Optimization exercise on an open flow, not production practice. RTL: at most simulated, not proved equivalent. Function not checked: run 1. Power: default activity.

==> flow/design.v, too long to show whole: its modules and the start of the top module <==
// module fft_test_core: 2547 lines
// module fft_fa: 10 lines
// module fft_ha: 9 lines
module fft_test_core #(
  localparam int IW = 12,
  localparam int OW = 19,
  localparam int AW = 43
) (
  input  logic                 aclk,
  input  logic                 aresetn,
  input  logic [IW-1:0]        input_data_ch1,
  output logic signed [OW-1:0] fft_real,
  output logic signed [OW-1:0] fft_imag,
  output logic [AW-1:0]        amp,
  output logic                 fft_out_valid
);
  // ...
==> flow/flow/run.sh <==
#!/bin/bash
# The standard ORFS layout, with repair_timing aiming for a larger setup slack
# (the clock and constraints stay the design's) and a clock tree without dummy loads.
# Make's full output goes to make.log.
set -euo pipefail
export CTS_ARGS="-sink_clustering_enable -repair_clock_nets -dont_use_dummy_load -sink_clustering_size 25 -sink_clustering_max_diameter 70"
bash standard.sh SETUP_SLACK_MARGIN=${MARGIN:-11.7} finish > make.log 2>&1
==> flow/standard.sh <==
#!/bin/bash
# synth_recipe.tcl (not shown) runs the flow's synth.tcl, then flattens the netlist and writes it again
# the make line also repeats each setting of config.mk as NAME=value (left out here)
make -C /OpenROAD-flow-scripts/flow DESIGN_CONFIG=/design/flow/config.mk WORK_HOME=/design/flow/orfs CLKGATE_MAP_FILE= SYNTH_SCRIPT=/design/flow/synth_recipe.tcl "${@:-finish}"
==> flow/config.mk <==
export PLATFORM = sky130hd
export DESIGN_NAME = fft_test_core
export DESIGN_NICKNAME = fft_test_core
export VERILOG_FILES = /design/flow/design.v
export SDC_FILE = /design/flow/constraint.sdc
export NUM_CORES = 8
export LEC_CHECK = 0
export CAP_MARGIN = 20
export CORE_MARGIN = 2
export CORE_UTILIZATION = 55
export SLEW_MARGIN = 20
export SYNTH_HIERARCHICAL = 1
export SYNTH_MINIMUM_KEEP_SIZE = 0
==> flow/constraint.sdc <==
create_clock -name core_clock -period 16.0 [get_ports {aclk}]
set_input_delay 3.2000 -clock core_clock [delete_from_list [all_inputs] [get_ports {aclk}]]
set_output_delay 3.2000 -clock core_clock [all_outputs]
set_load 0.01 [all_outputs]
==> results.sh, run 1 <==
export IMPL_drt_iter0_drc=7094
export IMPL_netlist_instances=9326
export IMPL_postLayoutCellArea_um2=113700
export IMPL_met2_usage_pct=49.58
export IMPL_pwr_share_comb_pct=1.0
export IMPL_synth_xor_xnor_area_share_pct=5.807
export IMPL_drive_gt1_share_pct=15.48
export IMPL_timing_hold_ws_ns=0.2695
export IMPL_hold_start="r1[358]"
export IMPL_clkCellAreaFrac_pct=3.191
export IMPL_synthAdderAreaFrac_pct=13.45
export IMPL_startpoint_type="flip-flop"
export IMPL_die_h_um=431.6
export IMPL_largestRegisters="r0 x1088, r1 x1088"
export IMPL_synth_edf_count=0
export IMPL_multiInputGateArea_um2=47610
export IMPL_ant_nets=0
export IMPL_firstDrtPassIters=11
export IMPL_wl_per_cell_um=26.37
export IMPL_grt_usage_pct=32.74
export IMPL_critical_path_class="flip-flop to output pin"
export IMPL_use_met3_pct=5.439
export IMPL_outcome="timing/DRC/antenna clean"
export IMPL_clockBufferDepth=3
export IMPL_cp_slowest_cell="dfrtp_1"
export IMPL_yosys_warnings=7
export IMPL_synth_cell_types=96
export IMPL_min_path_type="flip-flop to flip-flop"
export IMPL_synth_area_per_cell_um2=10.79
export IMPL_seq_share_pct=46.27
export IMPL_period_share_pct=28.66
export IMPL_synth_most_common_cell="dfxtp_1"
export IMPL_grt_overflow=0
export IMPL_cts_buffers=145
export IMPL_areaGrowthSynthToFinish_pct=13.06
==> inputs of run 2 (changes only) <==
--- a/flow/design.v
+++ b/flow/design.v
@@ -22,17 +22,17 @@
     din_rr <= din_r;
   end
   assign cap0 = tau[0] ? din_r : din_rr;
   assign cap1 = tau[0] ? din_rr : din_r;
   logic [31:0][33:0] r0, r1, r0_n, r1_n;
   logic [8:0] tau_n, tau_w;
   assign tau_n = (tau == 9'd319) ? 9'd0 : tau + 9'd1;
   assign tau_w = tau_n - 9'd3;
-  logic is0_0, wb0_0, is0_1, wb0_1, is1_0, wb1_0, is1_1, wb1_1, is2_0, wb2_0, is2_1, wb2_1, is3_0, wb3_0, is3_1, wb3_1, is4_0, wb4_0, is4_1, wb4_1, is5_1, wb5_1, issq, sq_sub, out_ph, out_sub;
+  logic is0_0, wb0_0, is0_1, wb0_1, is1_0, wb1_0, is1_1, wb1_1, is2_0, wb2_0, is2_1, wb2_1, is3_0, wb3_0, is3_1, wb3_1, is4_0, wb4_0, is4_1, wb4_1, is5_1, wb5_1, issq, sq_sub, out_ph;
   logic [4:0] m;
   always_ff @(posedge aclk or negedge aresetn) begin
     if (!aresetn) begin
       is0_0 <= 1'b0;
       wb0_0 <= 1'b0;
       is0_1 <= 1'b0;
       wb0_1 <= 1'b0;
       is1_0 <= 1'b0;
@@ -51,17 +51,16 @@
       wb4_0 <= 1'b0;
       is4_1 <= 1'b0;
       wb4_1 <= 1'b0;
       is5_1 <= 1'b0;
       wb5_1 <= 1'b0;
       issq <= 1'b0;
       sq_sub <= 1'b0;
       out_ph <= 1'b0;
-      out_sub <= 1'b0;
       m <= '0;
     end else begin
       is0_0 <= (tau_n >= 9'd60) && (tau_n < 9'd92) && (tau_n[0] == 1'b0);
       wb0_0 <= (tau_n >= 9'd63) && (tau_n < 9'd95) && (tau_w[0] == 1'b0);
       is0_1 <= (tau_n >= 9'd60) && (tau_n < 9'd92) && (tau_n[0] == 1'b1);
       wb0_1 <= (tau_n >= 9'd63) && (tau_n < 9'd95) && (tau_w[0] == 1'b1);
       is1_0 <= (tau_n >= 9'd92) && (tau_n < 9'd124) && (tau_n[1] == 1'b0);
       wb1_0 <= (tau_n >= 9'd95) && (tau_n < 9'd127) && (tau_w[1] == 1'b0);
@@ -79,17 +78,16 @@
       wb4_0 <= (tau_n >= 9'd191) && (tau_n < 9'd223) && (tau_w[4] == 1'b0);
       is4_1 <= (tau_n >= 9'd188) && (tau_n < 9'd220) && (tau_n[4] == 1'b1);
       wb4_1 <= (tau_n >= 9'd191) && (tau_n < 9'd223) && (tau_w[4] == 1'b1);
       is5_1 <= (tau_n >= 9'd220) && (tau_n < 9'd252);
       wb5_1 <= (tau_n >= 9'd223) && (tau_n < 9'd255);
       issq <= (tau_n >= 9'd254) && (tau_n < 9'd318);
       sq_sub <= (tau_n >= 9'd286);
       out_ph <= (tau_n >= 9'd256);
-      out_sub <= (tau_n >= 9'd288);
       if ((tau_n >= 9'd60) && (tau_n < 9'd92))      m <= 5'd0;
       else if ((tau_n >= 9'd92) && (tau_n < 9'd124)) m <= {tau_n[0], 4'b0000};
       else if ((tau_n >= 9'd124) && (tau_n < 9'd156)) m <= {tau_n[1:0], 3'b000};
       else if ((tau_n >= 9'd156) && (tau_n < 9'd188)) m <= {tau_n[2:0], 2'b00};
       else if ((tau_n >= 9'd188) && (tau_n < 9'd220)) m <= {tau_n[3:0], 1'b0};
       else         m <= tau_n[4:0] + 5'd0;
     end
   end
@@ -2440,26 +2438,24 @@
   logic [32:0] tre_a, tre_b;
   logic [35:0] tim_a, tim_b;
   always_ff @(posedge aclk) begin
     tre_a <= {tr_c2578, tr_c2575, tr_c2572, tr_c2569, tr_c2566, tr_c2563, tr_c2560, tr_c2557, tr_c2554, tr_c2551, tr_c2548, tr_c2545, tr_c2542, tr_c2539, tr_c2536, tr_c2533, tr_c2530, tr_c2527, tr_c2524, tr_c2521, tr_c2518, tr_c2515, tr_c2512, tr_c2509, tr_c2506, tr_c2503, tr_c2500, tr_c2497, tr_c2494, tr_c2491, tr_c2488, tr_c2485, tr_s2484};
     tre_b <= {tr_s2580, tr_s2577, tr_s2574, tr_s2571, tr_s2568, tr_s2565, tr_s2562, tr_s2559, tr_s2556, tr_s2553, tr_s2550, tr_s2547, tr_s2544, tr_s2541, tr_s2538, tr_s2535, tr_s2532, tr_s2529, tr_s2526, tr_s2523, tr_s2520, tr_s2517, tr_s2514, tr_s2511, tr_s2508, tr_s2505, tr_s2502, tr_s2499, tr_s2496, tr_s2493, tr_s2490, tr_s2487, tr_s2388};
     tim_a <= {ti_c2788, ti_c2785, ti_c2782, ti_c2779, ti_c2776, ti_c2773, ti_c2770, ti_c2767, ti_c2764, ti_c2761, ti_c2758, ti_c2755, ti_c2752, ti_c2749, ti_c2746, ti_c2743, ti_c2740, ti_c2737, ti_c2734, ti_c2731, ti_c2728, ti_c2725, ti_c2722, ti_c2719, ti_c2716, ti_c2713, ti_c2710, ti_c2707, ti_c2704, ti_c2701, ti_c2698, ti_c2695, ti_c2692, ti_c2689, ti_c2686, ti_s2685};
     tim_b <= {ti_s2790, ti_s2787, ti_s2784, ti_s2781, ti_s2778, ti_s2775, ti_s2772, ti_s2769, ti_s2766, ti_s2763, ti_s2760, ti_s2757, ti_s2754, ti_s2751, ti_s2748, ti_s2745, ti_s2742, ti_s2739, ti_s2736, ti_s2733, ti_s2730, ti_s2727, ti_s2724, ti_s2721, ti_s2718, ti_s2715, ti_s2712, ti_s2709, ti_s2706, ti_s2703, ti_s2700, ti_s2697, ti_s2694, ti_s2691, ti_s2688, ti_s2583};
   end
-  logic [16:0] lo_re, lo_im;
-  logic        c16_re, c16_im;
-  assign lo_re = 17'(tre_a[15:0]) + 17'(tre_b[15:0]);
-  assign lo_im = 17'(tim_a[15:0]) + 17'(tim_b[15:0]);
-  assign c16_re = lo_re[16];
-  assign c16_im = lo_im[16];
+  logic [32:0] tre_s;
+  logic [35:0] tim_s;
+  assign tre_s = tre_a + tre_b;
+  assign tim_s = tim_a + tim_b;
   logic [16:0] p_re, p_im;
   always_ff @(posedge aclk) begin
-    p_re <= tre_a[32:16] + tre_b[32:16] + {16'd0, c16_re};
-    p_im <= tim_a[32:16] + tim_b[32:16] + {16'd0, c16_im};
+    p_re <= tre_s[32:16];
+    p_im <= tim_s[32:16];
   end
   logic [33:0] aw;
   always_comb begin
     aw = '0;
     if (wb0_0) aw = aw | {17'd0, {5{r0[5][11]}}, r0[5][11:0]};
     if (wb0_1) aw = aw | {17'd0, {5{r1[20][11]}}, r1[20][11:0]};
     if (wb1_0) aw = aw | r0[29];
     if (wb1_1) aw = aw | r1[27];
@@ -2510,37 +2506,30 @@
     else if (wb5_1) r1_n[28] = {p_im, p_re};
     if (tau == 9'd2 || tau == 9'd14 || tau == 9'd20 || tau == 9'd32 || tau == 9'd35 || tau == 9'd47 || tau == 9'd53 || tau == 9'd65) r1_n[29][11:0] = cap1;
   end
   always_ff @(posedge aclk) begin
     r0 <= r0_n;
     r1 <= r1_n;
   end
   logic signed [17:0] xo_re, xo_im;
-  always_comb begin
-    if (!out_sub) begin
-      xo_re = {r0[0][16], r0[0][16:0]} + {r1[0][16], r1[0][16:0]};
-      xo_im = {r0[0][33], r0[0][33:17]} + {r1[0][33], r1[0][33:17]};
-    end else begin
-      xo_re = {r0[0][16], r0[0][16:0]} - {r1[0][16], r1[0][16:0]};
-      xo_im = {r0[0][33], r0[0][33:17]} - {r1[0][33], r1[0][33:17]};
-    end
+  always_ff @(posedge aclk) begin
+    xo_re <= ob_re;
+    xo_im <= os;
   end
-  logic [35:0] amp_s;
-  assign amp_s = tim_a + tim_b;
   always_ff @(posedge aclk or negedge aresetn) begin
     if (!aresetn) begin
       fft_real      <= '0;
       fft_imag      <= '0;
       amp           <= '0;
       fft_out_valid <= 1'b0;
     end else if (out_ph) begin
       fft_real      <= OW'(xo_re);
       fft_imag      <= OW'(xo_im);
-      amp           <= AW'(amp_s);
+      amp           <= AW'(tim_s);
       fft_out_valid <= 1'b1;
     end else begin
       fft_real      <= '0;
       fft_imag      <= '0;
       amp           <= '0;
       fft_out_valid <= 1'b0;
     end
   end
==> flow/flow/run.sh (replaced) <==
#!/bin/bash
# The standard ORFS layout, with repair_timing aiming for a larger setup slack
# (the clock and constraints stay the design's) and a clock tree without dummy loads.
# Make's full output goes to make.log.
set -euo pipefail
export CTS_ARGS="-sink_clustering_enable -repair_clock_nets -dont_use_dummy_load -sink_clustering_size 25 -sink_clustering_max_diameter 70"
bash standard.sh SETUP_SLACK_MARGIN=${MARGIN:-11.65} finish > make.log 2>&1
==> results.sh, run 2 <==
export IMPL_ys_seq_elements=2628
export IMPL_crit_chain="buf_6"
export IMPL_cp_slowest_cell="dfrtp_2"
export IMPL_startpoint_type="flip-flop"
export IMPL_grt_usage_pct=32.50
export IMPL_setup_worst_path_end_class="output pin"
export IMPL_dieArea_um2=183200
export IMPL_ant_nets=0
export IMPL_slowest_delay_ns=0.46
export IMPL_grt_pass1_wl_mm=438.3
export IMPL_vias=67170
export IMPL_finalSetupTns_ns=0
export IMPL_synth_area_per_cell_um2=11.02
export IMPL_tightestPinTransition_ns=1.213
export IMPL_grt_pass1_vias=64620
export IMPL_cts_tree="done"
export IMPL_multiInputGateArea_um2=44810
export IMPL_via_per_inst=5.880
export IMPL_synthTopCellsByCount="dfxtp_1, o21ai_0, nor2_1"
export IMPL_antenna_found_initial=18
export IMPL_die_h_um=428.1
export IMPL_clk_latency_ns=0.83
export IMPL_cp_top_family="flip-flops"
export IMPL_clockBufferDepth=3
export IMPL_port_buffers=88
export IMPL_cts_buffers=145
export IMPL_h_tree_depth=4
export IMPL_wl_per_cell_um=26.66
export IMPL_die_w_um=428.1
export IMPL_netlist_instances=8977
export IMPL_period_share_pct=28.55
export IMPL_clkSlewWorstSetupHoldPaths_ns=0.09
export IMPL_powerDensity_nw_per_um2=92.76
export IMPL_synth_top_area_share_pct=50.93
export IMPL_seqCellArea_um2=53300
export IMPL_min_path_type="flip-flop to flip-flop"
export IMPL_synth_cell_types=89
export IMPL_timing_hold_ws_ns=0.2906
export IMPL_setup_violations_final=0
export IMPL_drc_errors=0
export IMPL_fillers=14530
export IMPL_layout_min_cycle_time_ns=4.569
export IMPL_outcome="timing/DRC/antenna clean"
export IMPL_timing_hold_worst_path_depth=0
export IMPL_start_util_pct=55.37
export IMPL_slew_viol_final=0
export IMPL_ir_drop_mv=0.1223
export IMPL_rsz0062_at_grt="yes"
export IMPL_maxCapViolCount=0
export IMPL_hpwl_mm=205.8
export IMPL_synth_flop_cell="dfxtp_1"
export IMPL_largestRegisters="r0 x1088, r1 x1088"
export IMPL_maxClockFrequency_ghz=0.2189
export IMPL_root_buffer="clkbuf_16"
export IMPL_async_reset_ff_share_pct=4.262
export IMPL_relSlewSlack_pct=18.28
export IMPL_yosys_top_cells_area="dfxtp_1, fa_1, a22oi_1"
export IMPL_p_leak_nw=48.14
export IMPL_skew_ns=0.09786
export IMPL_synth_cell_area_um2=98900
export IMPL_grt_overflow=0
export IMPL_postLayoutCellArea_um2=111000
export IMPL_io_pins=96
export IMPL_areaGrowthSynthToFinish_pct=12.24
export IMPL_place_area_um2=101900
export IMPL_layout_nets=9829
export IMPL_synth_top_area_cell="dfxtp_1"
export IMPL_firstDrtPassIters=6
export IMPL_crit_buf_inv=1
export IMPL_synth_most_common_cell="dfxtp_1"
export IMPL_drt_total_wl_mm=304.5
export IMPL_cp_required_ns=12.80
export IMPL_drive_gt1_share_pct=14.24
export IMPL_yosys_warnings=7
export IMPL_critical_path_class="flip-flop to output pin"
export IMPL_rows=155
export IMPL_cp_depth=1
export IMPL_final_cell_mix="dfxtp_1, nor2_1, o21ai_0"
export IMPL_hold_viol=0
export IMPL_worstPathArrival_ns=1.37
export IMPL_drt_iter0_drc=6443
export IMPL_cts_sinks=2628
export IMPL_critical_path_max_fanout=1
export IMPL_synth_edf_count=0
export IMPL_grt_max_degree=89
export IMPL_gp_congestion=0.9468
export IMPL_ctsHoldBuffers=0
export IMPL_ys_seq_area_share_pct=53.76
export IMPL_final_common_cell="dfxtp_1"
export IMPL_core_area_um2=178600
export IMPL_reg2reg_depth=13
==> run 2: cell types whose count changed after synthesis, moves of 35 or more <==
| cell | delta |
|---|---|
| nor2_1 | -146 |
| a21oi_1 | -110 |
| o21ai_1 | +86 |
| and2_1 | +55 |
| o21ai_0 | -49 |
| xnor2_1 | -48 |
| nor3_1 | -42 |
| dfxtp_1 | +36 |
| ha_1 | -35 |
==> run 2: through the flow <==
| step | std cells | total power (W) | utilization, % | setup slack (ns) |
|---|---|---|---|---|
| floorplan | 8983 | 0.006820 | - | 11.65 |
| global placement | 10990 | 0.006857 | 57.05 | 10.26 |
| detailed placement | 10990 | 0.006860 | 57.07 | 10.21 |
| CTS | 11330 | 0.01038 | 61.09 | 11.39 |
| global route | 11420 | 0.01062 | 62.14 | 11.35 |
| finish | 11420 | 0.01030 | 62.15 | 11.43 |
==> run 2: what timing repair did <==
item	4_1_cts	5_1_grt
cloned	25	8
endpoints found under the setup margin	436	286
setup buffers	172	83
resized for setup	804	292
pin swaps	125	144
==> run 2: final timing paths <==
kind,from,to,slack (ns)
worst max-delay path,amp[34],amp[34],11.43
worst min-delay path,r0[713],r0[679],0.29
worst max register to register,oc1[7],tim_b[19],11.50
worst min register to register,r0[713],r0[679],0.29
max in group asynchronous,aresetn,issq,12.26
min in group asynchronous,aresetn,fft_real[0],2.41
==> run 2: report_power, final <==
part | total (W) | internal [W] | switching, W
sequential | 0.00665 | 0.00662 | 0.0000325
combinational | 0.0000583 | 0.0000227 | 0.0000355
clock | 0.00359 | 0.00161 | 0.00198
==> run 2: area by class of cell <==
type | count | share of cell area (%)
antenna | 4 | 0.009017
clock buffer | 145 | 3.269
inverter | 196 | 0.6661
multi-input combinational | 5543 | 40.36
sequential | 2628 | 48.02
tap | 2355 | 2.654
timing repair buffer | 551 | 5.020
==> run 2: per-module statistics from Yosys, one instance, submodules excluded <==
module | cells inside | copies in the design | area [µm²]
fft_test_core | 8447 | 1 | 88740
fft_fa | 1 | 470 | 20.02
fft_ha | 1 | 60 | 12.51
==> run 2: cell families (layout without fill, tap and decap cells) <==
| logic type | after synthesis | in the layout | synth area share, % |
|---|---|---|---|
| adder cells (fa/ha/maj) | 751 | 751 | 13.13 |
| multiplexers | 230 | 230 | 2.499 |
| other | 1 | 11 | 0.003792 |
| buffers and inverters | 817 | 892 | 3.145 |
| AO/OA/AOI/OAI | 2260 | 2260 | 14.23 |
| XOR/XNOR | 595 | 596 | 5.284 |
| flip-flops | 2628 | 2628 | 53.76 |
| AND/OR/NAND/NOR | 1695 | 1699 | 7.950 |
==> run 2: per-layer routing <==
layer / track usage (%) / vias to the layer above / share of wire [%]
met2: 50.30 / 2643 / 45
met1: 43.88 / 33120 / 42
met4: 18.63 / 4 / 6.7
li1: - / 30730 / -
met5: 0 / - / 0.0076
met3: 4.591 / 665 / 6.4
==> inputs of run 3 (changes only) <==
--- a/flow/config.mk
+++ b/flow/config.mk
@@ -6,4 +6,5 @@
 export NUM_CORES = 8
 export LEC_CHECK = 0
+export ABC_AREA = 1
 export CAP_MARGIN = 20
 export CORE_MARGIN = 2
==> results.sh, run 3 <==
export IMPL_slowest_delay_ns=0.42
export IMPL_antenna_found_initial=19
export IMPL_cp_depth=1
export IMPL_gp_congestion=1.041
export IMPL_min_path_type="flip-flop to flip-flop"
export IMPL_rsz0062_at_grt="yes"
export IMPL_critical_path_class="flip-flop to output pin"
export IMPL_synth_edf_count=0
export IMPL_crit_buf_inv=1
export IMPL_finalPower_w=0.01033
export IMPL_synth_compound_area_share_pct=11.68
export IMPL_finalSetupTns_ns=0
export IMPL_ant_nets=0
export IMPL_powerDensity_nw_per_um2=96.21
export IMPL_ir_drop_mv=0.1174
export IMPL_synth_xor_xnor_area_share_pct=5.367
export IMPL_outcome="timing/DRC/antenna clean"
export IMPL_synth_top_family_by_area="adder cells"
export IMPL_relSlewSlack_pct=18.59
export IMPL_startpoint_type="flip-flop"
export IMPL_reg2reg_depth=14
export IMPL_port_buffers=88
export IMPL_layout_min_cycle_time_ns=4.577
export IMPL_areaGrowthSynthToFinish_pct=10.54
export IMPL_die_w_um=424.2
export IMPL_largestRegisters="r0 x1088, r1 x1088"
export IMPL_synth_area_per_cell_um2=10.25
export IMPL_tightestPinTransition_ns=1.221
export IMPL_clk_latency_ns=0.86
export IMPL_synth_most_common_cell="dfxtp_1"
export IMPL_maxCapViolCount=0
export IMPL_clkSlewWorstSetupHoldPaths_ns=0.09
export IMPL_period_share_pct=28.61
export IMPL_cts_buffers=147
export IMPL_timing_hold_ws_ns=0.2559
export IMPL_core_area_um2=175700
export IMPL_cts_sinks=2628
export IMPL_p_leak_nw=45.95
export IMPL_grt_usage_pct=34.17
export IMPL_critical_path_max_fanout=2
export IMPL_via_per_inst=5.756
export IMPL_final_cell_mix="dfxtp_1, nand2_1, o21ai_0"
export IMPL_rows=154
export IMPL_synthAdderAreaFrac_pct=13.36
export IMPL_hold_start="r1[1070]"
export IMPL_slew_viol_final=0
export IMPL_dieArea_um2=179900
export IMPL_layout_nets=10330
export IMPL_hpwl_mm=232.3
export IMPL_vias=68600
export IMPL_ys_seq_area_share_pct=54.76
export IMPL_grt_overflow=0
export IMPL_cp_top_family="flip-flops"
export IMPL_drt_total_wl_mm=314.1
export IMPL_place_area_um2=100200
export IMPL_netlist_instances=9472
export IMPL_synth_top_area_cell="dfxtp_1"
export IMPL_postLayoutCellArea_um2=107300
export IMPL_setup_worst_path_end_class="output pin"
export IMPL_worstPathArrival_ns=1.38
export IMPL_io_pins=96
export IMPL_grt_pass1_vias=65120
export IMPL_async_reset_ff_share_pct=4.262
export IMPL_cts_tree="done"
export IMPL_skew_ns=0.1149
export IMPL_synthTopCellsByCount="dfxtp_1, nand2_1, o21ai_0"
export IMPL_synthSimpleGateAreaFrac_pct=10.07
export IMPL_firstDrtPassIters=6
export IMPL_maxClockFrequency_ghz=0.2185
export IMPL_drc_errors=0
export IMPL_rr_startpoint="oc1[5]"
export IMPL_cp_required_ns=12.80
export IMPL_synth_top_area_share_pct=51.87
export IMPL_synth_flop_cell="dfxtp_1"
export IMPL_grt_max_degree=60
export IMPL_drive_gt1_share_pct=10.26
export IMPL_ctsHoldBuffers=0
export IMPL_h_tree_depth=4
export IMPL_grt_pass1_wl_mm=445.7
export IMPL_crit_start="fft_imag[17]"
export IMPL_post_route_util_pct=61.08
export IMPL_start_util_pct=55.25
export IMPL_synth_cell_area_um2=97100
export IMPL_yosys_warnings=7
export IMPL_die_h_um=424.2
export IMPL_synth_cell_types=64
export IMPL_setup_violations_final=0
export IMPL_final_common_cell="dfxtp_1"
export IMPL_root_buffer="clkbuf_16"
export IMPL_clockBufferDepth=3
export IMPL_yosys_top_cells_area="dfxtp_1, fa_1, nand2_1"
export IMPL_hold_viol=0
export IMPL_cp_slowest_cell="dfrtp_1"
export IMPL_synth_mux_area_share_pct=0.1856
export IMPL_timing_hold_worst_path_depth=0
export IMPL_crit_chain="buf_2"
export IMPL_ys_seq_elements=2628
export IMPL_wl_per_cell_um=26.36
export IMPL_drt_iter0_drc=7619
==> run 3: cell count changes after synthesis, sizes merged, moves of 98 or more <==
cell	delta
a21oi	-197
a22oi	-524
clkbuf	-218
inv	+520
mux2	-135
nand2	+1047
nor2b	-98
o22ai	+442
xnor2	+349
xor2	-349
==> run 3: worst paths after layout <==
kind                                      to  slack [ns]
worst max-delay path            fft_imag[17]       11.42
worst min-delay path                r1[1036]        0.26
worst max register to register     tre_b[23]       11.58
worst min register to register      r1[1036]        0.26
max in group asynchronous        fft_imag[2]       12.20
min in group asynchronous              wb2_1        2.53
==> run 3: layer usage <==
layer / global-route usage [%] / routed length [µm]
met1: 46.96 / 133600
met2: 51.51 / 136200
met3: 6.452 / 25920
met4: 17.81 / 18470
met5: 0 / 26
==> run 3: logic make-up after synthesis <==
group                    Yosys count
multiplexers                      18
adder cells (fa/ha/maj)          750
AND/OR/NAND/NOR                 2393
XOR/XNOR                         595
other                              1
flip-flops                      2628
AO/OA/AOI/OAI                   1934
buffers and inverters           1153
==> run 3: repair_timing <==
| action | CTS | global route |
|---|---|---|
| endpoints found under the setup margin | 404 | 298 |
| pin swaps | 28 | 55 |
| setup buffers | 60 | 81 |
| hold endpoints to repair | 0 | 0 |
| cloned | 5 | 10 |
| gates resized for setup | 670 | 253 |
==> run 3: area by class of cell <==
class | count | area (µm²)
clock buffer | 147 | 3679
fill | 14600 | 68390
timing repair buffer | 356 | 3214
inverter | 732 | 2856
antenna | 12 | 30.03
timing repair inverter | 3 | 17.52
tap | 2340 | 2928
multi-input combinational | 5699 | 41290
sequential | 2628 | 53320
==> run 3: power breakdown <==
group,total (W),internal (W),switching (W)
Sequential,0.00665,0.00662,0.0000304
Clock,0.00363,0.00163,0.00200
Combinational,0.0000543,0.0000192,0.0000350
Total,0.0103,0.00827,0.00206
==> run 3: modules after synthesis, one instance, submodules excluded <==
module	flops+latches	cells	area, µm²
fft_ha	0	1	12.51
fft_test_core	2628	8942	86940
fft_fa	0	1	20.02
==> run 3: stage by stage <==
| stage | std cells | worst slack (ns) |
|---|---|---|
| 6_report | 11920 | 11.42 |
| 5_1_grt | 11910 | 11.38 |
| 4_1_cts | 11810 | 11.35 |
| 3_5_place_dp | 11600 | 10.47 |
| 3_3_place_gp | 11600 | 10.43 |
| 2_1_floorplan | 9478 | 11.65 |
==> inputs of run 4 (changes only) <==
--- a/flow/flow/run.sh
+++ b/flow/flow/run.sh
@@ -5,3 +5,3 @@
 set -euo pipefail
 export CTS_ARGS="-sink_clustering_enable -repair_clock_nets -dont_use_dummy_load -sink_clustering_size 25 -sink_clustering_max_diameter 70"
-bash standard.sh SETUP_SLACK_MARGIN=${MARGIN:-11.65} finish > make.log 2>&1
+bash standard.sh SETUP_SLACK_MARGIN=${MARGIN:-11.5} finish > make.log 2>&1
--- a/flow/config.mk
+++ b/flow/config.mk
@@ -6,8 +6,7 @@
 export NUM_CORES = 8
 export LEC_CHECK = 0
-export ABC_AREA = 1
 export CAP_MARGIN = 20
 export CORE_MARGIN = 2
-export CORE_UTILIZATION = 55
+export CORE_UTILIZATION = 50
 export SLEW_MARGIN = 20
 export SYNTH_HIERARCHICAL = 1
==> results.sh, run 4 <==
export IMPL_outcome="timing/DRC/antenna clean"
export IMPL_synthAdderAreaFrac_pct=13.13
export IMPL_cp_top_family="flip-flops"
export IMPL_setup_worst_path_end_class="output pin"
export IMPL_ant_nets=0
export IMPL_hpwl_mm=210.4
export IMPL_synthTopCellsByCount="dfxtp_1, o21ai_0, nor2_1"
export IMPL_gp_congestion=0.9439
export IMPL_wl_per_cell_um=25.98
export IMPL_firstDrtPassIters=6
export IMPL_synth_flop_cell="dfxtp_1"
export IMPL_switchingPower_w=0.002057
export IMPL_synth_cell_types=89
export IMPL_areaGrowthSynthToFinish_pct=9.923
export IMPL_grt_pass1_vias=63830
export IMPL_setup_violations_final=0
export IMPL_maxClockFrequency_ghz=0.2203
export IMPL_ys_seq_elements=2628
export IMPL_layout_min_cycle_time_ns=4.540
export IMPL_cts_tree="done"
export IMPL_critical_path_class="flip-flop to output pin"
export IMPL_h_tree_depth=4
export IMPL_synth_edf_count=0
export IMPL_synth_top_family_by_area="compound AO/OA/AOI/OAI gates"
export IMPL_p_leak_nw=47.18
export IMPL_hold_viol=0
export IMPL_synth_mux_area_share_pct=2.499
export IMPL_powerDensity_nw_per_um2=94.81
export IMPL_critical_path_max_fanout=2
export IMPL_grt_usage_pct=29.06
export IMPL_drt_iter0_drc=6130
export IMPL_cp_slowest_cell="dfrtp_1"
export IMPL_period_share_pct=28.37
export IMPL_timing_hold_ws_ns=0.2681
export IMPL_grt_overflow=0
export IMPL_yosys_warnings=7
export IMPL_switching_share_pct=19.96
export IMPL_cts_sinks=2628
export IMPL_synth_area_per_cell_um2=11.02
export IMPL_finalSetupTns_ns=0
export IMPL_pwr_share_seq_pct=64.5
export IMPL_relSlewSlack_pct=21.42
export IMPL_start_util_pct=50.20
export IMPL_slowest_delay_ns=0.43
export IMPL_grt_max_degree=68
export IMPL_via_per_inst=5.709
export IMPL_synthSimpleGateAreaFrac_pct=7.950
export IMPL_synth_most_common_cell="dfxtp_1"
export IMPL_async_reset_ff_share_pct=4.262
export IMPL_clkSlewWorstSetupHoldPaths_ns=0.09
export IMPL_startpoint_type="flip-flop"
export IMPL_grt_pass1_wl_mm=434.1
export IMPL_die_w_um=448.8
export IMPL_crit_buf_inv=1
export IMPL_maxCapViolCount=0
export IMPL_pre_cts_slack_ns=10.40
export IMPL_p_int_w=0.008251
export IMPL_p_clk_share_pct=34.9
export IMPL_synth_compound_area_share_pct=14.23
export IMPL_fillers=16970
export IMPL_synth_top_area_share_pct=50.93
export IMPL_tightestPinTransition_ns=1.169
export IMPL_antenna_found_initial=21
export IMPL_ys_seq_area_share_pct=53.76
export IMPL_synth_cell_area_um2=98900
export IMPL_largestRegisters="r0 x1088, r1 x1088"
export IMPL_io_pins=96
export IMPL_clk_latency_ns=0.85
export IMPL_drive_gt1_share_pct=10.78
export IMPL_synth_xor_xnor_area_share_pct=5.284
export IMPL_rsz0062_at_grt="yes"
export IMPL_vias=66050
export IMPL_layout_nets=9683
export IMPL_final_cell_mix="dfxtp_1, o21ai_0, nor2_1"
export IMPL_cp_required_ns=12.80
export IMPL_die_h_um=448.8
export IMPL_rows=163
export IMPL_ir_drop_mv=0.1070
export IMPL_final_common_cell="dfxtp_1"
export IMPL_crit_chain="buf_2"
export IMPL_min_path_type="flip-flop to flip-flop"
export IMPL_slew_viol_final=0
export IMPL_skew_ns=0.1371
export IMPL_dieArea_um2=201400
export IMPL_netlist_instances=8977
export IMPL_synth_top_area_cell="dfxtp_1"
export IMPL_pwr_share_comb_pct=0.6
export IMPL_cts_buffers=145
export IMPL_worstPathArrival_ns=1.34
export IMPL_root_buffer="clkbuf_16"
export IMPL_drc_errors=0
export IMPL_drt_total_wl_mm=300.6
export IMPL_port_buffers=88
export IMPL_clockBufferDepth=3
export IMPL_setup_slack_ns=11.46
export IMPL_yosys_top_cells_area="dfxtp_1, fa_1, a22oi_1"
export IMPL_core_area_um2=197000
## run 4: cell types whose count changed after synthesis, sizes merged, moves of 97 or more
cell	previous run	this run
inv	714	194
nor2b	0	98
xor2	105	454
a21oi	308	505
o22ai	465	23
xnor2	490	141
nand2	1532	485
mux2	0	135
clkbuf	272	490
a22oi	9	533
nor2	455	552
## run 4: final timing paths
path                                    from            to  slack, ns  cells past startpoint
max in group asynchronous            aresetn          issq      12.24                      2
min in group asynchronous            aresetn   fft_real[3]       2.40                      1
worst min register to register       r0[756]       r0[722]       0.27                      0
worst min-delay path                 r0[756]       r0[722]       0.27                      0
worst max register to register        oc1[3]     tre_b[18]      11.50                     12
worst max-delay path            fft_real[17]  fft_real[18]      11.46                      1
## run 4: Yosys stat by module (local to each module, per instance)
module,flops+latches,copies in the design,cells inside,area [µm²]
fft_fa,0,470,1,20.02
fft_ha,0,60,1,12.51
fft_test_core,2628,1,8447,88740
## run 4: kinds of logic (layout without fill, tap and decap cells)
family / after synthesis / after routing
AND/OR/NAND/NOR: 1695 / 1698
XOR/XNOR: 595 / 595
buffers and inverters: 817 / 748
flip-flops: 2628 / 2628
multiplexers: 230 / 230
other: 1 / 20
adder cells (fa/ha/maj): 751 / 751
AO/OA/AOI/OAI: 2260 / 2260
## run 4: repair_timing
action                                  in CTS  in global routing
gates cloned                                 6                 12
gates resized for setup                    554                229
buffers inserted                            57                 63
pin swaps                                   34                 50
hold buffers                                 0                  0
endpoints found under the setup margin     399                267
## run 4: per-stage QoR
step	instance area, µm²	power [W]	instances	utilization [%]
after floorplan	98930	0.006820	8983	-
after global placement	102300	0.006856	11270	51.91
after detailed placement	102300	0.006858	11270	51.92
after CTS	107200	0.01039	11480	54.41
after global routing	108700	0.01064	11560	55.17
final	108700	0.01031	11570	55.18
## run 4: power groups by stage
stage,combinational [W],sequential [W],clock [W]
floorplan,0.0000330,0.00679,0
global placement,0.0000564,0.00680,0
detailed placement,0.0000571,0.00680,0
CTS,0.0000578,0.00665,0.00368
global route,0.0000642,0.00666,0.00392
finish,0.0000572,0.00665,0.00360
## run 4: cell type report
type	count	area [µm²]	share of cell area, %
sequential	2628	53260	48.99
multi-input combinational	5541	43930	40.41
clock buffer	145	3628	3.338
timing repair buffer	407	3817	3.511
inverter	196	743.2	0.6836
tap	2640	3303	3.038
antenna	13	32.53	0.02992
## run 4: layer usage
layer	part of all wire [%]	global-route usage [%]	vias up	wire, µm
met5	0.019	0	-	58
li1	-	-	30430	-
met3	6.4	4.245	608	19380
met2	45	45.49	2397	134500
met1	43	39.25	32600	128200
met4	6.1	14.94	10	18410
==> inputs of run 5 (changes only) <==
--- a/flow/config.mk
+++ b/flow/config.mk
@@ -8,5 +8,5 @@
 export CAP_MARGIN = 20
 export CORE_MARGIN = 2
-export CORE_UTILIZATION = 50
+export CORE_UTILIZATION = 55
 export SLEW_MARGIN = 20
 export SYNTH_HIERARCHICAL = 1
==> results.sh, run 5 <==
export IMPL_largestRegisters="r0 x1088, r1 x1088"
export IMPL_hpwl_mm=213.6
export IMPL_reg2reg_depth=13
export IMPL_maxClockFrequency_ghz=0.2178
export IMPL_areaGrowthSynthToFinish_pct=9.679
export IMPL_die_h_um=428.1
export IMPL_ant_nets=0
export IMPL_cp_top_family="flip-flops"
export IMPL_outcome="timing/DRC/antenna clean"
export IMPL_cts_buffers=144
export IMPL_critical_path_max_fanout=2
export IMPL_setup_violations_final=0
export IMPL_r2r_setup_slack_ns=11.54
export IMPL_powerDensity_nw_per_um2=94.92
export IMPL_yosys_warnings=7
export IMPL_slew_viol_final=0
export IMPL_pre_cts_slack_ns=10.33
export IMPL_core_area_um2=178600
export IMPL_setup_slack_ns=11.41
export IMPL_grt_max_degree=77
export IMPL_rr_startpoint="oc1[5]"
export IMPL_grt_overflow=0
export IMPL_synth_most_common_cell="dfxtp_1"
export IMPL_cts_sinks=2628
export IMPL_hold_viol=0
export IMPL_synth_cell_area_um2=98900
export IMPL_synth_cell_types=89
export IMPL_gp_congestion=0.9465
export IMPL_p_leak_nw=47.21
export IMPL_finalPower_w=0.01030
export IMPL_fillers=14610
export IMPL_grt_pass1_vias=63930
export IMPL_h_tree_depth=4
export IMPL_final_cell_mix="dfxtp_1, o21ai_0, nor2_1"
export IMPL_grt_pass1_wl_mm=434.9
export IMPL_crit_chain="buf_2"
export IMPL_die_w_um=428.1
export IMPL_ir_drop_mv=0.1018
export IMPL_rr_endpoint="tim_b[17]"
export IMPL_synth_top_area_cell="dfxtp_1"
export IMPL_root_buffer="clkbuf_16"
export IMPL_final_common_cell="dfxtp_1"
export IMPL_ys_seq_elements=2628
export IMPL_dp_cells=10990
export IMPL_via_per_inst=5.891
export IMPL_firstDrtPassIters=6
export IMPL_crit_buf_inv=1
export IMPL_drive_gt1_share_pct=11.06
export IMPL_synth_flop_cell="dfxtp_1"
export IMPL_post_route_util_pct=60.73
export IMPL_port_buffers=88
export IMPL_critical_path_class="flip-flop to output pin"
export IMPL_worstPathArrival_ns=1.39
export IMPL_finalSetupTns_ns=0
export IMPL_timing_hold_worst_path_depth=0
export IMPL_clkSlewWorstSetupHoldPaths_ns=0.09
export IMPL_synth_area_per_cell_um2=11.02
export IMPL_slowest_delay_ns=0.44
export IMPL_vias=66520
export IMPL_setup_worst_path_end_class="output pin"
export IMPL_rows=155
export IMPL_min_to="r0[445]"
export IMPL_hold_start="r0[479]"
export IMPL_cp_slowest_cell="dfrtp_1"
export IMPL_async_reset_ff_share_pct=4.262
export IMPL_grt_usage_pct=32.16
export IMPL_start_util_pct=55.37
export IMPL_io_pins=96
export IMPL_antenna_found_initial=28
export IMPL_clk_latency_ns=0.84
export IMPL_synth_top_area_share_pct=50.93
export IMPL_dieArea_um2=183200
export IMPL_startpoint_type="flip-flop"
export IMPL_skew_ns=0.09201
export IMPL_clockBufferDepth=3
export IMPL_tightestPinTransition_ns=1.157
export IMPL_synth_edf_count=0
export IMPL_drt_iter0_drc=6587
export IMPL_ys_seq_area_share_pct=53.76
export IMPL_instances_no_fill=11290
export IMPL_synthTopCellsByCount="dfxtp_1, o21ai_0, nor2_1"
export IMPL_maxCapViolCount=0
export IMPL_period_share_pct=28.69
export IMPL_drt_total_wl_mm=302.5
export IMPL_netlist_instances=8977
export IMPL_layout_nets=9690
export IMPL_min_path_type="flip-flop to flip-flop"
export IMPL_cp_required_ns=12.80
export IMPL_rsz0062_at_grt="yes"
export IMPL_ctsHoldBuffers=0
export IMPL_yosys_top_cells_area="dfxtp_1, fa_1, a22oi_1"
export IMPL_drc_errors=0
export IMPL_cts_tree="done"
export IMPL_wl_per_cell_um=26.79
export IMPL_relSlewSlack_pct=22.32
export IMPL_layout_min_cycle_time_ns=4.590
[run 5: repair_timing]
action                     CTS  global route
gates resized for setup    589           204
setup endpoints to repair  371           241
cloned                       8            15
pin swaps                   40            56
setup buffers               59            63
[run 5: metal layers]
metal	track usage [%]	share of wire [%]	vias up
met5	0	0.019	-
met4	16.11	5.7	8
met3	4.242	6.1	570
met2	50.07	45	2539
met1	44.27	43	32980
li1	-	-	30420
[run 5: layout make-up]
cell class / count / area [µm²] / area share [%]
flip-flops and latches: 2628 / 53270 / 49.11
multi-input cells: 5543 / 43960 / 40.53
repair buffers: 413 / 3918 / 3.611
clock buffers: 144 / 3603 / 3.322
well taps: 2355 / 2947 / 2.716
inverters: 196 / 739.5 / 0.6817
diodes: 13 / 32.53 / 0.02999
[run 5: worst max-delay path by stage]
stage	from	end	slack [ns]	depth (start not counted)
final	fft_imag[17]	fft_imag[18]	11.41	1
after global placement	wb1_0	r1[713]	10.36	16
after detailed placement	wb1_0	r1[713]	10.33	16
after CTS	fft_imag[17]	fft_imag[18]	11.36	1
after floorplan	oc1[5]	tim_b[19]	11.52	14
after global routing	fft_imag[17]	fft_imag[18]	11.38	1
[run 5: through the flow]
| step | hold slack [ns] | area (µm²) |
|---|---|---|
| after floorplan | 0.3096 | 98930 |
| after global placement | 0.3095 | 101900 |
| after detailed placement | 0.3121 | 102000 |
| after CTS | 0.2740 | 106900 |
| after global routing | 0.2737 | 108500 |
| final | 0.2686 | 108500 |
[run 5: kinds of logic after synthesis]
family / share of synthesized area [%]
buf+inv: 3.145
flops: 53.76
fa+ha+maj: 13.13
other cells: 0.003792
xor+xnor: 5.284
mux: 2.499
simple gates: 7.950
compound gates: 14.23
[run 5: power breakdown]
| group | internal, W | leakage, nW | switching, W | total [W] |
|---|---|---|---|---|
| registers | 0.00662 | 22.2 | 0.0000336 | 0.00665 |
| clock network | 0.00160 | 1.77 | 0.00199 | 0.00359 |
| logic | 0.0000226 | 23.3 | 0.0000358 | 0.0000584 |
| total | 0.00824 | 47.2 | 0.00206 | 0.0103 |
[run 5: Yosys stat by module, one instance, submodules excluded]
module	flip-flops and latches	area, µm²	copies in the design	cells
fft_fa	0	20.02	470	1
fft_ha	0	12.51	60	1
fft_test_core	2628	88740	1	8447
==> inputs of run 6 (changes only) <==
--- a/flow/config.mk
+++ b/flow/config.mk
@@ -6,4 +6,5 @@
 export NUM_CORES = 8
 export LEC_CHECK = 0
+export ABC_AREA = 1
 export CAP_MARGIN = 20
 export CORE_MARGIN = 2
@@ -12,2 +13,3 @@
 export SYNTH_HIERARCHICAL = 1
 export SYNTH_MINIMUM_KEEP_SIZE = 0
+export TNS_END_PERCENT = 10
==> results.sh, run 6 <==
export IMPL_outcome="timing/DRC/antenna clean"
export IMPL_clk_latency_ns=0.85
export IMPL_cts_tree="done"
export IMPL_finalSetupTns_ns=0
export IMPL_root_buffer="clkbuf_16"
export IMPL_layout_min_cycle_time_ns=4.588
export IMPL_setup_worst_path_end_class="output pin"
export IMPL_synth_flop_cell="dfxtp_1"
export IMPL_p_leak_nw=45.22
export IMPL_clkSlewWorstSetupHoldPaths_ns=0.09
export IMPL_ir_drop_mv=0.1243
export IMPL_setup_slack_ns=11.41
export IMPL_drive_gt1_share_pct=6.371
export IMPL_cts_buffers=146
export IMPL_startpoint_type="flip-flop"
export IMPL_final_cell_mix="dfxtp_1, nand2_1, o21ai_0"
export IMPL_cp_slowest_cell="dfrtp_1"
export IMPL_maxCapViolCount=0
export IMPL_synth_most_common_cell="dfxtp_1"
export IMPL_grt_usage_pct=34.14
export IMPL_min_path_type="flip-flop to flip-flop"
export IMPL_firstDrtPassIters=8
export IMPL_drt_total_wl_mm=312.2
export IMPL_start_util_pct=55.25
export IMPL_grt_pass1_wl_mm=446.9
export IMPL_powerDensity_nw_per_um2=98.48
export IMPL_async_reset_ff_share_pct=4.262
export IMPL_cp_top_family="flip-flops"
export IMPL_gp_congestion=1.005
export IMPL_ys_seq_elements=2628
export IMPL_skew_ns=0.1080
export IMPL_synth_cell_area_um2=97100
export IMPL_synth_edf_count=0
export IMPL_crit_chain="clkdlybuf4s15_2"
export IMPL_vias=67940
export IMPL_drc_errors=0
export IMPL_core_area_um2=175700
export IMPL_finalPower_w=0.01032
export IMPL_die_h_um=424.2
export IMPL_synth_cell_types=64
export IMPL_synth_area_per_cell_um2=10.25
export IMPL_post_route_util_pct=59.63
export IMPL_setup_violations_final=0
export IMPL_antenna_found_initial=26
export IMPL_pre_cts_slack_ns=10.38
export IMPL_cts_sinks=2628
export IMPL_critical_path_max_fanout=1
export IMPL_slew_viol_final=0
export IMPL_grt_max_degree=65
export IMPL_cp_required_ns=12.80
export IMPL_worstPathArrival_ns=1.39
export IMPL_io_pins=96
export IMPL_netlist_instances=9472
export IMPL_rows=154
export IMPL_synthTopCellsByCount="dfxtp_1, nand2_1, o21ai_0"
export IMPL_dieArea_um2=179900
export IMPL_synth_top_area_share_pct=51.87
export IMPL_grt_pass1_vias=65270
export IMPL_synth_top_area_cell="dfxtp_1"
export IMPL_die_w_um=424.2
export IMPL_yosys_top_cells_area="dfxtp_1, fa_1, nand2_1"
export IMPL_timing_hold_ws_ns=0.2670
export IMPL_grt_overflow=0
export IMPL_clockBufferDepth=3
export IMPL_period_share_pct=28.68
export IMPL_via_per_inst=5.767
export IMPL_ctsHoldBuffers=0
export IMPL_drt_iter0_drc=7813
export IMPL_ant_nets=0
export IMPL_areaGrowthSynthToFinish_pct=7.911
export IMPL_largestRegisters="r0 x1088, r1 x1088"
export IMPL_crit_buf_inv=1
export IMPL_ys_seq_area_share_pct=54.76
export IMPL_relSlewSlack_pct=17.15
export IMPL_slowest_delay_ns=0.37
export IMPL_hold_viol=0
export IMPL_wl_per_cell_um=26.50
export IMPL_rsz0062_at_grt="yes"
export IMPL_hpwl_mm=235.4
export IMPL_critical_path_class="flip-flop to output pin"
export IMPL_yosys_warnings=7
export IMPL_layout_nets=10200
export IMPL_maxClockFrequency_ghz=0.2180
export IMPL_h_tree_depth=4
export IMPL_tightestPinTransition_ns=1.239
export IMPL_port_buffers=88
export IMPL_final_common_cell="dfxtp_1"
-- run 6: power by group --
part	internal (W)	switching (W)	leakage, nW
Clock	0.00162	0.00199	1.80
Combinational	0.0000195	0.0000374	21.2
Sequential	0.00662	0.0000329	22.2
-- run 6: final timing paths --
kind	start	end	slack, ns	depth (start not counted)
max	fft_real[13]	fft_real[13]	11.41	1
min	r0[790]	r0[756]	0.27	0
max reg2reg	oc3[9]	tre_b[16]	11.43	13
min reg2reg	r0[790]	r0[756]	0.27	0
max in group asynchronous	aresetn	amp[35]	12.15	2
min in group asynchronous	aresetn	m[1]	2.49	1
-- run 6: cell type report --
| cell class | instances | area (µm²) |
|---|---|---|
| clock buffers | 146 | 3654 |
| inverters | 732 | 2791 |
| flip-flops and latches | 2628 | 53250 |
| multi-input cells | 5697 | 40080 |
| repair buffers | 231 | 2066 |
| diodes | 6 | 15.01 |
| well taps | 2340 | 2928 |
| fillers | 14840 | 70950 |
-- run 6: worst register-to-register path, delay by kind of cell, from the launching register on --
kind,cells,cell delay [ns]
and+or+nand+nor,3,0.38
DFF,1,0.47
buffers and inverters,3,0.51
AOI/OAI and AO/OA,1,0.20
adders and majority gates,6,2.89
-- run 6: cells by family after synthesis --
logic type               Yosys count  synth area share [%]
flip-flops                      2628                 54.76
AND/OR/NAND/NOR                 2393                 10.07
AO/OA/AOI/OAI                   1934                 11.68
buffers and inverters           1153                 4.565
adder cells (fa/ha/maj)          750                 13.36
XOR/XNOR                         595                 5.367
multiplexers                      18                0.1856
other                              1              0.003862
-- run 6: layer usage --
layer / vias up / global-route usage (%) / part of all wire [%]
met5: - / 0 / 0.021
met4: 10 / 15.53 / 5.2
met3: 581 / 5.376 / 8.0
met2: 3074 / 52.29 / 44
met1: 33340 / 47.82 / 43
li1: 30930 / - / -
-- run 6: stage by stage --
stage / instances / instance area [µm²]
finish: 11780 / 104800
global route: 11780 / 104800
CTS: 11770 / 104500
detailed placement: 11590 / 100100
global placement: 11590 / 100100
floorplan: 9478 / 97120
-- run 6: Yosys stat by module, one instance, submodules excluded --
module         times used  cell area [µm²]  cells inside  flops+latches
fft_test_core           1            86940          8942           2628
fft_ha                 60            12.51             1              0
fft_fa                470            20.02             1              0
-- run 6: repair_timing --
action | 4_1_cts | 5_1_grt
cloned | 1 | 2
pin swaps | 4 | 2
setup buffers | 29 | 3
gates resized for setup | 446 | 40
setup endpoints to repair | 477 | 339
hold endpoints to repair | 0 | 0
==> inputs of run 7 (changes only) <==
--- a/flow/config.mk
+++ b/flow/config.mk
@@ -13,3 +13,3 @@
 export SYNTH_HIERARCHICAL = 1
 export SYNTH_MINIMUM_KEEP_SIZE = 0
-export TNS_END_PERCENT = 10
+export TNS_END_PERCENT = 30
==> results.sh, run 7 <==
export IMPL_wl_per_cell_um=26.50
export IMPL_root_buffer="clkbuf_16"
export IMPL_grt_max_degree=65
export IMPL_outcome="timing/DRC/antenna clean"
export IMPL_cts_buffers=146
export IMPL_die_h_um=424.2
export IMPL_firstDrtPassIters=6
export IMPL_synth_area_per_cell_um2=10.25
export IMPL_powerDensity_nw_per_um2=97.72
export IMPL_async_reset_ff_share_pct=4.262
export IMPL_period_share_pct=28.67
export IMPL_p_leak_nw=45.48
export IMPL_reg2reg_depth=12
export IMPL_hold_viol=0
export IMPL_hold_start="r0[790]"
export IMPL_grt_overflow=0
export IMPL_setup_worst_path_end_class="output pin"
export IMPL_drt_total_wl_mm=313.3
export IMPL_fillers=14770
export IMPL_cp_slowest_cell="dfrtp_1"
export IMPL_layout_min_cycle_time_ns=4.587
export IMPL_synth_cell_types=64
export IMPL_rr_endpoint="tim_b[15]"
export IMPL_rsz0062_at_grt="yes"
export IMPL_port_buffers=88
export IMPL_tightestPinTransition_ns=1.284
export IMPL_rr_startpoint="oc1[11]"
export IMPL_ant_nets=0
export IMPL_netlist_instances=9472
export IMPL_finalPower_w=0.01032
export IMPL_relSlewSlack_pct=13.04
export IMPL_h_tree_depth=4
export IMPL_synth_most_common_cell="dfxtp_1"
export IMPL_rows=154
export IMPL_synth_top_area_share_pct=51.87
export IMPL_drive_gt1_share_pct=7.512
export IMPL_ir_drop_mv=0.1244
export IMPL_critical_path_class="flip-flop to output pin"
export IMPL_dieArea_um2=179900
export IMPL_die_w_um=424.2
export IMPL_yosys_top_cells_area="dfxtp_1, fa_1, nand2_1"
export IMPL_drt_iter0_drc=7861
export IMPL_yosys_warnings=7
export IMPL_grt_pass1_vias=65290
export IMPL_ctsHoldBuffers=0
export IMPL_areaGrowthSynthToFinish_pct=8.765
export IMPL_cp_required_ns=12.80
export IMPL_slowest_delay_ns=0.37
export IMPL_skew_ns=0.1106
export IMPL_vias=68190
export IMPL_instances_no_fill=11830
export IMPL_gp_congestion=1.005
export IMPL_synth_edf_count=0
export IMPL_largestRegisters="r0 x1088, r1 x1088"
export IMPL_finalSetupTns_ns=0
export IMPL_startpoint_type="flip-flop"
export IMPL_cts_tree="done"
export IMPL_grt_pass1_wl_mm=447.5
export IMPL_clockBufferDepth=3
export IMPL_cts_sinks=2628
export IMPL_crit_buf_inv=1
export IMPL_antenna_found_initial=26
export IMPL_grt_usage_pct=34.20
export IMPL_ys_seq_area_share_pct=54.76
export IMPL_cp_top_family="flip-flops"
export IMPL_hpwl_mm=235.4
export IMPL_r2r_setup_slack_ns=11.52
export IMPL_synth_cell_area_um2=97100
export IMPL_clk_latency_ns=0.86
export IMPL_min_to="r0[756]"
export IMPL_maxCapViolCount=0
export IMPL_final_cell_mix="dfxtp_1, nand2_1, o21ai_0"
export IMPL_critical_path_max_fanout=1
export IMPL_layout_nets=10240
export IMPL_maxClockFrequency_ghz=0.2180
export IMPL_timing_hold_worst_path_depth=0
export IMPL_slew_viol_final=0
export IMPL_synthTopCellsByCount="dfxtp_1, nand2_1, o21ai_0"
export IMPL_core_area_um2=175700
export IMPL_drc_errors=0
export IMPL_io_pins=96
export IMPL_start_util_pct=55.25
export IMPL_clkSlewWorstSetupHoldPaths_ns=0.09
export IMPL_worstPathArrival_ns=1.39
export IMPL_synth_flop_cell="dfxtp_1"
export IMPL_min_path_type="flip-flop to flip-flop"
export IMPL_synth_top_area_cell="dfxtp_1"
export IMPL_crit_chain="clkdlybuf4s15_2"
export IMPL_via_per_inst=5.767
export IMPL_ys_seq_elements=2628
export IMPL_dp_cells=11590
export IMPL_final_common_cell="dfxtp_1"
export IMPL_setup_violations_final=0
==> run 7: cell counts after synthesis <==
Identical to the previous run, type by type.
==> run 7: modules after synthesis, one instance, submodules excluded <==
module | times used | cell area (µm²)
fft_fa | 470 | 20.02
fft_test_core | 1 | 86940
fft_ha | 60 | 12.51
==> run 7: timing repair <==
action	CTS	global route
endpoints found under the setup margin	477	257
gates cloned	2	5
resized for setup	450	143
pin swaps	4	30
setup buffers	31	41
==> run 7: final cells by class <==
type | count | area (µm²) | area share, %
Multi-Input combinational cell | 5697 | 40390 | 38.25
Clock buffer | 146 | 3654 | 3.459
Timing Repair inverter | 2 | 10.01 | 0.009478
Inverter | 732 | 2815 | 2.666
Timing Repair Buffer | 273 | 2511 | 2.378
Antenna cell | 7 | 17.52 | 0.01659
Tap cell | 2340 | 2928 | 2.772
Sequential cell | 2628 | 53280 | 50.45
==> run 7: cells by family after synthesis <==
group / share of synthesized area [%]
mux: 0.1856
simple gates: 10.07
compound gates: 11.68
flops: 54.76
other cells: 0.003862
buf+inv: 4.565
xor+xnor: 5.367
fa+ha+maj: 13.36
==> run 7: how the worst max path moves through the flow <==
| stage | from | endpoint | slack (ns) | cells past startpoint |
|---|---|---|---|---|
| finish | fft_real[13] | fft_real[13] | 11.41 | 1 |
| global route | fft_real[13] | fft_real[13] | 11.36 | 1 |
| CTS | fft_imag[17] | fft_imag[18] | 11.38 | 1 |
| detailed placement | oc1[7] | tim_b[25] | 10.38 | 11 |
| global placement | oc2[11] | tim_b[21] | 10.41 | 11 |
| floorplan | oc1[7] | tim_b[19] | 11.51 | 12 |
==> run 7: metrics by stage <==
stage / utilization, % / area (µm²) / setup slack (ns) / hold WS [ns]
floorplan: - / 97120 / 11.51 / 0.3096
global placement: 56.96 / 100100 / 10.41 / 0.3095
detailed placement: 56.99 / 100100 / 10.38 / 0.3121
CTS: 59.53 / 104600 / 11.38 / 0.2677
global route: 60.09 / 105600 / 11.36 / 0.2607
finish: 60.10 / 105600 / 11.41 / 0.2668
==> run 7: per-layer routing <==
| metal | wire length [µm] | GRT usage (%) | vias up |
|---|---|---|---|
| li1 | - | - | 31010 |
| met1 | 133900 | 47.88 | 33440 |
| met2 | 137400 | 52.32 | 3127 |
| met3 | 25440 | 5.393 | 604 |
| met4 | 16560 | 15.75 | 10 |
| met5 | 63 | 0 | - |
==> run 7: power by group <==
group | leakage [nW] | internal [W] | switching (W)
Clock | 1.80 | 0.00162 | 0.00199
Combinational | 21.5 | 0.0000195 | 0.0000376
Sequential | 22.2 | 0.00662 | 0.0000329
==> inputs of run 8 (changes only) <==
--- a/flow/config.mk
+++ b/flow/config.mk
@@ -10,6 +10,6 @@
 export CORE_MARGIN = 2
 export CORE_UTILIZATION = 55
+export PLACE_DENSITY = 0.5
 export SLEW_MARGIN = 20
 export SYNTH_HIERARCHICAL = 1
 export SYNTH_MINIMUM_KEEP_SIZE = 0
-export TNS_END_PERCENT = 30
==> results.sh, run 8 <==
export IMPL_outcome="timing/DRC/antenna clean"
export IMPL_crit_chain="buf_2"
export IMPL_cp_top_family="flip-flops"
export IMPL_io_pins=96
export IMPL_ctsHoldBuffers=0
export IMPL_ys_seq_area_share_pct=54.76
export IMPL_cp_required_ns=12.80
export IMPL_maxClockFrequency_ghz=0.2178
export IMPL_timing_hold_ws_ns=0.2868
export IMPL_yosys_top_cells_area="dfxtp_1, fa_1, nand2_1"
export IMPL_drive_gt1_share_pct=8.101
export IMPL_root_buffer="clkbuf_16"
export IMPL_critical_path_max_fanout=2
export IMPL_finalSetupTns_ns=0
export IMPL_postLayoutCellArea_um2=105600
export IMPL_synth_top_area_cell="dfxtp_1"
export IMPL_grt_pass1_vias=64980
export IMPL_via_per_inst=5.752
export IMPL_largestRegisters="r0 x1088, r1 x1088"
export IMPL_grt_pass1_wl_mm=446.1
export IMPL_grt_max_degree=60
export IMPL_cts_sinks=2628
export IMPL_synth_edf_count=0
export IMPL_start_util_pct=55.25
export IMPL_synth_cell_types=64
export IMPL_synth_top_area_share_pct=51.87
export IMPL_rows=154
export IMPL_grt_overflow=0
export IMPL_final_cell_mix="dfxtp_1, nand2_1, o21ai_0"
export IMPL_cp_slowest_cell="dfrtp_1"
export IMPL_tightestPinTransition_ns=1.385
export IMPL_yosys_warnings=7
export IMPL_powerDensity_nw_per_um2=97.33
export IMPL_synth_area_per_cell_um2=10.25
export IMPL_drc_errors=0
export IMPL_antenna_found_initial=19
export IMPL_drt_iter0_drc=7183
export IMPL_ant_nets=0
export IMPL_vias=68090
export IMPL_setup_worst_path_end_class="output pin"
export IMPL_period_share_pct=28.70
export IMPL_p_leak_nw=45.55
export IMPL_firstDrtPassIters=9
export IMPL_wl_per_cell_um=26.45
export IMPL_core_area_um2=175700
export IMPL_hold_viol=0
export IMPL_areaGrowthSynthToFinish_pct=8.801
export IMPL_skew_ns=0.1044
export IMPL_place_area_um2=100200
export IMPL_worstPathArrival_ns=1.39
export IMPL_relSlewSlack_pct=6.694
export IMPL_clk_latency_ns=0.86
export IMPL_clkSlewWorstSetupHoldPaths_ns=0.09
export IMPL_maxCapViolCount=0
export IMPL_setup_violations_final=0
export IMPL_startpoint_type="flip-flop"
export IMPL_clockBufferDepth=3
export IMPL_final_common_cell="dfxtp_1"
export IMPL_drt_total_wl_mm=313.1
export IMPL_crit_buf_inv=1
export IMPL_grt_usage_pct=34.19
export IMPL_netlist_instances=9472
export IMPL_ys_seq_elements=2628
export IMPL_cts_tree="done"
export IMPL_min_path_type="flip-flop to flip-flop"
export IMPL_die_w_um=424.2
export IMPL_synth_cell_area_um2=97100
export IMPL_die_h_um=424.2
export IMPL_r2r_setup_slack_ns=11.56
export IMPL_cts_buffers=143
export IMPL_slowest_delay_ns=0.43
export IMPL_hpwl_mm=235.4
export IMPL_synthTopCellsByCount="dfxtp_1, nand2_1, o21ai_0"
export IMPL_layout_nets=10260
export IMPL_synth_flop_cell="dfxtp_1"
export IMPL_rsz0062_at_grt="yes"
export IMPL_ir_drop_mv=0.1222
export IMPL_slew_viol_final=0
export IMPL_layout_min_cycle_time_ns=4.592
export IMPL_dieArea_um2=179900
export IMPL_synth_most_common_cell="dfxtp_1"
export IMPL_port_buffers=88
export IMPL_async_reset_ff_share_pct=4.262
export IMPL_h_tree_depth=4
export IMPL_gp_congestion=1.028
export IMPL_critical_path_class="flip-flop to output pin"
==> run 8: cell counts after synthesis <==
No cell type changed its count.
==> run 8: repair_timing <==
item	in CTS	in global routing
pin swaps	6	27
setup buffers	23	65
resized for setup	550	164
setup endpoints to repair	275	204
endpoints found under the hold margin	0	0
gates cloned	1	3
==> run 8: logic make-up (layout without fill, tap and decap cells) <==
| family | after synthesis | count (layout) | share of synthesized area, % |
|---|---|---|---|
| flip-flops | 2628 | 2628 | 54.76 |
| AND/OR/NAND/NOR | 2393 | 2394 | 10.07 |
| AO/OA/AOI/OAI | 1934 | 1934 | 11.68 |
| buffers and inverters | 1153 | 1167 | 4.565 |
| adder cells (fa/ha/maj) | 750 | 750 | 13.36 |
| XOR/XNOR | 595 | 595 | 5.367 |
| multiplexers | 18 | 18 | 0.1856 |
| other | 1 | 12 | 0.003862 |
==> run 8: final timing paths <==
check | from | to | cells after the start
max | fft_real[17] | fft_real[17] | 1
min | r1[1081] | r1[1047] | 0
max reg2reg | oc1[5] | tim_b[23] | 11
min reg2reg | r1[1081] | r1[1047] | 0
max in group asynchronous | aresetn | fft_imag[7] | 2
min in group asynchronous | aresetn | tau[1] | 1
==> run 8: power by group <==
part	switching (W)	leakage [nW]	internal (W)
Combinational	0.0000358	21.6	0.0000196
Sequential	0.0000304	22.2	0.00662
Clock	0.00199	1.76	0.00159
Total	0.00206	45.6	0.00823
==> run 8: metrics by stage <==
step / power, W / setup WS [ns] / util, % / std cells
floorplan: 0.006816 / 11.51 / - / 9478
global placement: 0.006851 / 10.42 / 56.99 / 11600
detailed placement: 0.006854 / 10.37 / 57.00 / 11600
CTS: 0.01033 / 11.33 / 59.42 / 11760
global route: 0.01057 / 11.36 / 60.11 / 11830
finish: 0.01028 / 11.41 / 60.12 / 11840
==> run 8: routing by layer <==
| layer | GRT usage [%] | share of wire (%) | wire [µm] |
|---|---|---|---|
| met3 | 5.855 | 8.0 | 25090 |
| met5 | 0 | 0.020 | 64 |
| met1 | 47.39 | 43 | 133700 |
| met4 | 16.99 | 5.5 | 17380 |
| met2 | 51.89 | 44 | 136900 |
==> run 8: area by class of cell <==
| class | instances | area (µm²) |
|---|---|---|
| clock buffers | 143 | 3578 |
| inverters | 732 | 2801 |
| repair buffers | 292 | 2524 |
| multi-input cells | 5698 | 40510 |
| well taps | 2340 | 2928 |
| fillers | 14810 | 70080 |
| diodes | 5 | 12.51 |
| flip-flops and latches | 2628 | 53290 |
==> run 8: modules after synthesis, one instance, submodules excluded <==
| module | cell area [µm²] | copies in the design | cells inside |
|---|---|---|---|
| fft_fa | 20.02 | 470 | 1 |
| fft_ha | 12.51 | 60 | 1 |
| fft_test_core | 86940 | 1 | 8942 |
==> inputs of run 9 (changes only) <==
--- a/flow/config.mk
+++ b/flow/config.mk
@@ -10,5 +10,4 @@
 export CORE_MARGIN = 2
 export CORE_UTILIZATION = 55
-export PLACE_DENSITY = 0.5
 export SLEW_MARGIN = 20
 export SYNTH_HIERARCHICAL = 1
==> results.sh, run 9 <==
export IMPL_outcome="timing/DRC/antenna clean"
export IMPL_switchingPower_w=0.002064
export IMPL_rr_startpoint="wb3_0"
export IMPL_synthTopCellsByCount="dfxtp_1, nand2_1, o21ai_0"
export IMPL_grt_max_degree=65
export IMPL_cts_sinks=2628
export IMPL_critical_path_class="flip-flop to output pin"
export IMPL_dieArea_um2=179900
export IMPL_crit_chain="buf_2"
export IMPL_via_per_inst=5.771
export IMPL_synth_top_area_cell="dfxtp_1"
export IMPL_maxCapViolCount=0
export IMPL_drive_gt1_share_pct=7.723
export IMPL_ant_nets=0
export IMPL_crit_buf_inv=1
export IMPL_drt_iter0_drc=7889
export IMPL_h_tree_depth=4
export IMPL_synth_xor_xnor_area_share_pct=5.367
export IMPL_reg2reg_depth=16
export IMPL_maxClockFrequency_ghz=0.2193
export IMPL_critical_path_max_fanout=2
export IMPL_async_reset_ff_share_pct=4.262
export IMPL_relSlewSlack_pct=14.67
export IMPL_timing_hold_worst_path_depth=0
export IMPL_antenna_found_initial=26
export IMPL_port_buffers=88
export IMPL_synthSimpleGateAreaFrac_pct=10.07
export IMPL_ys_seq_elements=2628
export IMPL_synth_compound_area_share_pct=11.68
export IMPL_startpoint_type="flip-flop"
export IMPL_pwr_share_seq_pct=64.4
export IMPL_drc_errors=0
export IMPL_final_cell_mix="dfxtp_1, nand2_1, o21ai_0"
export IMPL_cp_top_family="flip-flops"
export IMPL_slowest_delay_ns=0.40
export IMPL_start_util_pct=55.25
export IMPL_grt_pass1_wl_mm=447.5
export IMPL_powerDensity_nw_per_um2=97.74
export IMPL_timing_hold_ws_ns=0.2669
export IMPL_hold_viol=0
export IMPL_yosys_warnings=7
export IMPL_clockBufferDepth=3
export IMPL_synth_flop_cell="dfxtp_1"
export IMPL_synth_edf_count=0
export IMPL_rr_endpoint="r0[983]"
export IMPL_synth_top_family_by_area="adder cells"
export IMPL_grt_overflow=0
export IMPL_setup_violations_final=0
export IMPL_netlist_instances=9472
export IMPL_finalSetupTns_ns=0
export IMPL_cp_slowest_cell="dfrtp_1"
export IMPL_synth_mux_area_share_pct=0.1856
export IMPL_yosys_top_cells_area="dfxtp_1, fa_1, nand2_1"
export IMPL_switching_share_pct=20.00
export IMPL_period_share_pct=28.50
export IMPL_clkSlewWorstSetupHoldPaths_ns=0.08
export IMPL_die_h_um=424.2
export IMPL_hold_start="r0[790]"
export IMPL_drt_total_wl_mm=313.4
export IMPL_synth_cell_types=64
export IMPL_grt_pass1_vias=65270
export IMPL_grt_usage_pct=34.20
export IMPL_slew_viol_final=0
export IMPL_p_int_w=0.008257
export IMPL_gp_congestion=1.005
export IMPL_root_buffer="clkbuf_16"
export IMPL_rsz0062_at_grt="yes"
export IMPL_die_w_um=424.2
export IMPL_skew_ns=0.1113
export IMPL_clk_latency_ns=0.86
export IMPL_final_common_cell="dfxtp_1"
[run 9: cell counts after synthesis]
Identical to the previous run, type by type.
[run 9: repair_timing]
action / 4_1_cts / 5_1_grt
pin swaps: 4 / 30
resized for setup: 534 / 159
setup buffers: 31 / 41
cloned: 2 / 5
hold buffers: 0 / 0
endpoints found under the setup margin: 477 / 244
[run 9: area by class of cell]
type,instances,area [µm²]
repair buffers,273,2477
fillers,14760,70130
clock buffers,146,3654
well taps,2340,2928
inverters,732,2815
multi-input cells,5697,40420
diodes,7,17.52
flip-flops and latches,2628,53280
repair inverters,2,10.01
[run 9: kinds of logic (layout without fill, tap and decap cells)]
kind of cell	after synthesis	after routing
flops	2628	2628
simple gates	2393	2393
compound gates	1934	1934
buf+inv	1153	1153
fa+ha+maj	750	750
xor+xnor	595	595
mux	18	18
other cells	1	14
[run 9: how the worst max path moves through the flow]
stage	from	endpoint	cells after the start	slack, ns
6_report	fft_imag[17]	fft_imag[18]	1	11.44
5_1_grt	fft_imag[17]	fft_imag[18]	1	11.39
4_1_cts	fft_imag[17]	fft_imag[18]	1	11.38
3_5_place_dp	oc1[7]	tim_b[25]	11	10.38
3_3_place_gp	oc2[11]	tim_b[21]	11	10.41
2_1_floorplan	oc1[7]	tim_b[19]	12	11.51
[run 9: per-module statistics from Yosys, one instance, submodules excluded]
module	times used	cells inside
fft_test_core	1	8942
fft_ha	60	1
fft_fa	470	1
[run 9: layer usage]
| layer | up-vias | global-route usage (%) | routed length (µm) |
|---|---|---|---|
| met5 | - | 0 | 63 |
| met1 | 33490 | 47.88 | 133300 |
| met4 | 10 | 15.75 | 16590 |
| met2 | 3112 | 52.31 | 137500 |
| li1 | 31000 | - | - |
| met3 | 627 | 5.397 | 25950 |
[run 9: per-stage QoR]
stage,setup slack (ns),instances,power (W),instance area [µm²],utilization (%)
floorplan,11.51,9478,0.006816,97120,-
global placement,10.41,11590,0.006856,100100,56.96
detailed placement,10.38,11590,0.006858,100100,56.99
CTS,11.38,11770,0.01037,104500,59.49
global route,11.39,11820,0.01062,105600,60.08
finish,11.44,11830,0.01032,105600,60.09
[run 9: power by group through the flow]
stage / clock network [W] / logic, W / registers, W
floorplan: 0 / 0.0000295 / 0.00679
global placement: 0 / 0.0000554 / 0.00680
detailed placement: 0 / 0.0000564 / 0.00680
CTS: 0.00366 / 0.0000571 / 0.00665
global route: 0.00390 / 0.0000635 / 0.00666
finish: 0.00361 / 0.0000571 / 0.00665
